Context: an optimization exercise on an open-source flow, tuned for small area. The choices shown serve that exercise and are no tape-out recipe. Only simulation tests tie the RTL to the original design; equivalence was not proved. Power is estimated from default activity; no workload was simulated.

==> design/flow/run.sh <==
#!/bin/bash
# synth_recipe.tcl (not shown) runs the flow's synth.tcl, then flattens the netlist and writes it again
# the make line also repeats each setting of config.mk as NAME=value (left out here)
make -C /OpenROAD-flow-scripts/flow DESIGN_CONFIG=/design/flow/config.mk WORK_HOME=/design/flow/orfs CLKGATE_MAP_FILE= SYNTH_SCRIPT=/design/flow/synth_recipe.tcl finish
==> design/flow/config.mk <==
export PLATFORM = sky130hd
export DESIGN_NAME = rf_multiport
export DESIGN_NICKNAME = rf_multiport
export VERILOG_FILES = /design/flow/design.v
export SDC_FILE = /design/flow/constraint.sdc
export NUM_CORES = 4
export LEC_CHECK = 0
export CAP_MARGIN = 20
export CORE_MARGIN = 2
export CORE_UTILIZATION = 40
export SLEW_MARGIN = 20
==> design/flow/constraint.sdc <==
create_clock -name core_clock -period 10.0 [get_ports {clk}]
set_input_delay 2.0000 -clock core_clock [delete_from_list [all_inputs] [get_ports {clk}]]
set_output_delay 2.0000 -clock core_clock [all_outputs]
set_load 0.01 [all_outputs]
==> design/flow/design.v <==
module rf_multiport #(
  parameter int unsigned DW      = 32,
  parameter int unsigned AW      = 5,
  parameter bit          ZERO_R0 = 1'b1,
  parameter logic [31:0] DBG_OFS = 32'h20
) (
  input  logic          clk,
  input  logic          rst,
  input  logic [AW-1:0] ra1,
  input  logic [AW-1:0] ra2,
  output logic [DW-1:0] rd1,
  output logic [DW-1:0] rd2,
  input  logic [AW-1:0] wa,
  input  logic [DW-1:0] wd,
  input  logic          we,
  input  logic          clr,
  output logic          busy,
  input  logic [AW-1:0] dbg_sel,
  output logic [DW-1:0] dbg_q
);
  localparam int unsigned Depth = 2 ** AW;
  typedef enum logic {StIdle, StClear} state_e;
  state_e        state_q, state_d;
  logic [AW-1:0] cnt_q, cnt_d;
  logic [DW-1:0] mem_q [Depth];
  logic          wr_en;
  assign busy  = (state_q == StClear);
  assign wr_en = we && !busy && !rst && !(ZERO_R0 && (wa == '0));
  always_comb begin
    state_d = state_q;
    cnt_d   = cnt_q;
    case (state_q)
      StIdle: begin
        if (clr) begin
          state_d = StClear;
          cnt_d   = '0;
        end
      end
      StClear: begin
        cnt_d = cnt_q + 1'b1;
        if (&cnt_q) state_d = StIdle;
      end
    endcase
  end
  always_ff @(posedge clk) begin
    if (rst) begin
      state_q <= StIdle;
      cnt_q   <= '0;
      for (int unsigned i = 0; i < Depth; i++) mem_q[i] <= '0;
    end else begin
      state_q <= state_d;
      cnt_q   <= cnt_d;
      if (busy) begin
        mem_q[cnt_q] <= '0;
      end else if (wr_en) begin
        mem_q[wa] <= wd;
      end
    end
  end
  always_comb begin
    rd1 = mem_q[ra1];
    if (ZERO_R0 && (ra1 == '0)) begin
      rd1 = '0;
    end else if (wr_en && (ra1 == wa)) begin
      rd1 = wd;
    end
  end
  always_comb begin
    rd2 = mem_q[ra2];
    if (ZERO_R0 && (ra2 == '0)) begin
      rd2 = '0;
    end else if (wr_en && (ra2 == wa)) begin
      rd2 = wd;
    end
  end
  assign dbg_q = mem_q[dbg_sel] + DW'(DBG_OFS);
endmodule
==> summary.txt <==
Avg Synthesized Cell Area -> 13.9 sq um
Crit-path slowest cell -> nor2_4
PwrDens -> 158 nW/um^2
drc violations -> 0
fin area -> 69300 sq um
area share of the largest cell type after synthesis -> 49.4%
Via Count -> 45000
endpoints failing hold -> 0
CP startpoint kind -> primary input
I/O pin cnt -> 153
Synth Cell Area -> 62200 sq um
most frequent cell after synthesis -> nor2_1
setup repair bufs after CTS -> 0
Chip Height -> 398 um
Setup crit end -> dbg_q[25]
Setup WS post-layout -> 1.08 ns
crit path max fanout -> 21
area delta synth->final -> 11.3%
total negative slack -> 0 ns
Initial DRC Count -> 7586
Final Net Count -> 4436
Num CTS Buffers -> 112
Area after DPL -> 65600 sq um
final slew viol count -> 0
initial antenna violation count -> 4
CTS sink cnt -> 1030
worst path cell trace -> clkdlybuf4s50_1 -> nor2_4 -> nand3_1 -> nand4_1 -> ha_1 -> nand3_1 -> nor4_4 -> and4bb_1 -> xnor2_1 -> clkdlybuf4s50_1
multi-input logic area -> 29700 sq um
Fill cells -> 13700
Crit path required time -> 8.00 ns
Min-Delay Path Class -> register to register
clock power share -> 38.0%
kind of critical path -> primary input to output pin
std cell rows -> 144
Synth top cells by count -> nor2_1, edfxtp_1, mux4_2
drt first pass iters -> 6
dpl ws -> 1.23 ns
FF-to-FF Start -> state_q$_SDFF_PP0_
max-cap viol count -> 0
layout cells sized above 1 -> 24.7%
# hold bufs at CTS -> 0
unrepaired setup endpoints after global routing -> false
sequential-to-total area share from yosys stat -> 49.6%
Distinct cells, synth -> 59
Antenna Nets Post-Route -> 0
clk buf depth -> 3
worst hold margin -> 0.573 ns
Fin Clk Skew -> 0.0217 ns
largest net degree at the start of global routing -> 84
number of global-route vias before repair -> 43800
Reg2Reg Depth -> 9
part of the power in registers -> 46.1%
wire per inst -> 38.2 um
clk latency of the worst-skew pair -> 0.75 ns
Synth Instances -> 4464
Logic pwr share -> 16.0%
PortBufs -> 152
FF-to-FF End -> mem_q[14][24]$_SDFFCE_PN0P_
root buffer cell -> clkbuf_16
die area -> 159000 sq um
register area -> 30900 sq um
Avg Vias per Cell -> 6.90
Critical Path Source -> dbg_sel[3]
status -> finished clean
biggest area consumer among synthesized cells -> edfxtp_1
Post-CTS Resized -> 0
Max-slew headroom -> 15.2%
CP endpoint kind -> output pin
switching power share of the total -> 26.9%
Synth async-reset ratio -> 0%
LEAKAGE -> 23.2 nW
Total GRT Usage -> 31.1%
measured slew at the worst slew-check pin -> 1.27 ns
final wirelength -> 249000 um
ys flop type -> edfxtp_1
largest cells by area after synthesis -> edfxtp_1, mux4_2, mux2i_1, nor2_1, clkbuf_1
flop2flop setup slack -> 4.69 ns
endpoints failing setup -> 0
Core ar. -> 154000 sq um
Initial Utilization -> 40.4%
Peak VDD IR -> 0.138 mV
GR Overflow Total -> 0
Yosys warnings -> 1
number of synthesized flops with an enable pin -> 1024
Critical Path AT -> 6.92 ns
clk slew on worst S/H paths -> 0.06 ns
first-pass GRT wire length -> 343000 um
Worst path max stage delay -> 1.09 ns
FMAX -> 112 MHz
number of synthesized register bits -> 1030
htree depth -> 3
CTS tree -> yes
final HPWL from detailed placement -> 127000 um
GP Congestion -> 0.840
die width -> 398 um
Min Clock Period, post-route -> 8.92 ns
internal power -> 0.00798 W
Net Switching -> 0.00293 W
Final period util -> 89.2%
logic make-up (layout without fill, tap and decap cells):
family / after synthesis / after routing / share of synthesized area, %
mux: 1144 / 1144 / 33.0
flops: 1030 / 1030 / 49.6
compound gates: 336 / 336 / 3.90
fa+ha+maj: 3 / 3 / 0.0603
other cells: 1 / 33 / 0.00603
buf+inv: 501 / 475 / 3.62
xor+xnor: 34 / 34 / 0.478
simple gates: 1415 / 1415 / 9.35
registers in the layout, indices dropped and copies added, names as in the netlist:
name	cells
cnt_q	5
mem_q	1024
state_q	1
power groups by stage:
stage               sequential (W)  clock, W  combinational [W]
floorplan                  0.00507         0            0.00106
global placement           0.00510         0            0.00169
detailed placement         0.00511         0            0.00170
CTS                        0.00502   0.00414            0.00171
global route               0.00505   0.00430            0.00179
finish                     0.00503   0.00414            0.00174
final cells by class:
class	count	share of cell area [%]
Sequential cell	1030	44.6
Multi-Input combinational cell	2964	42.8
Clock buffer	140	4.29
Timing Repair Buffer	262	3.78
Tap cell	2044	3.69
Clock inverter	66	0.822
Inverter	7	0.0379
Antenna cell	1	0.00361
layout by cell type (no fill, tap or decap), types with 6 or more instances in the layout:
master,netlist,routed
a211oi_1,117,116
buf_12,0,13
nand2b_4,0,31
mux4_2,713,713
nor3_1,10,10
nor2b_1,37,34
mux4_1,9,9
nand3_1,79,79
nand4_1,19,19
clkbuf_16,0,115
clkbuf_1,319,25
conb_1,1,32
buf_4,30,90
bufinv_16,0,9
nand2_1,105,61
nand2_2,0,44
nor2_1,1097,1092
mux2i_1,414,414
mux2_2,8,8
dfxtp_1,6,6
clkinv_2,0,25
xnor2_1,16,16
clkdlybuf4s50_1,0,138
a21oi_1,39,38
clkinv_1,1,24
a22oi_1,148,148
xor2_1,18,18
buf_8,0,12
edfxtp_1,1024,1024
a31oi_1,6,6
nand2b_1,38,7
worst min path at each step:
stage	to	slack, ns	cells after the start	from
2_1_floorplan	cnt_q[2]$_SDFFE_PP0P_	0.50	2	cnt_q[2]$_SDFFE_PP0P_
3_3_place_gp	cnt_q[2]$_SDFFE_PP0P_	0.55	2	cnt_q[2]$_SDFFE_PP0P_
3_5_place_dp	cnt_q[2]$_SDFFE_PP0P_	0.57	2	cnt_q[2]$_SDFFE_PP0P_
4_1_cts	cnt_q[2]$_SDFFE_PP0P_	0.58	2	cnt_q[2]$_SDFFE_PP0P_
5_1_grt	cnt_q[2]$_SDFFE_PP0P_	0.62	2	cnt_q[2]$_SDFFE_PP0P_
6_report	cnt_q[2]$_SDFFE_PP0P_	0.57	2	cnt_q[2]$_SDFFE_PP0P_
per-stage QoR:
| stage | power [W] | cells | util (%) |
|---|---|---|---|
| floorplan | 0.00613 | 4495 | - |
| global placement | 0.00680 | 6297 | 42.5 |
| detailed placement | 0.00681 | 6300 | 42.5 |
| CTS | 0.0109 | 6506 | 44.8 |
| global route | 0.0111 | 6513 | 44.9 |
| finish | 0.0109 | 6514 | 44.9 |
critical path: cells and delay by family:
kind | cells | cell delay [ns]
AND/OR/NAND/NOR | 6 | 3.31
buffers and inverters | 2 | 1.22
adder cells (fa/ha/maj) | 1 | 0.24
XOR/XNOR | 1 | 0.12
per-layer routing:
metal / vias up / part of all wire, % / global-route usage [%]
li1: 17300 / - / -
met1: 23200 / 37 / 43.1
met2: 3805 / 42 / 44.5
met3: 688 / 16 / 10.7
met4: 6 / 5.2 / 13.4
met5: - / 0.015 / 0

-- afterwards: timing with drivers on the ports --
How much do the figures lean on ideal ports? The routed layout below was timed once more, with nothing changed but the port constraints.
Step 1, drivers: a clkbuf_16 drives clk and a buf_2 each remaining input, both assumed.
Step 2 moves the port delays by t, midway between the first and last clock arrival at a register: inputs arrive t later, outputs are due t later. That takes back most of the time a late clock gives input paths.
Three values: ideal, step 1, step 2; two values: the first two.
t (ns): 0.808
slack for setup (ns): 1.082 / 1.061 / 1.061
slew at the worst register clock pin (ns): 0.07 / 0.07
pins driven straight from the clock port: 1
After both steps setup and hold are still met in this run. The setup slack of this run moves by -0.021 ns with the drivers and by -0.021 ns with both steps.
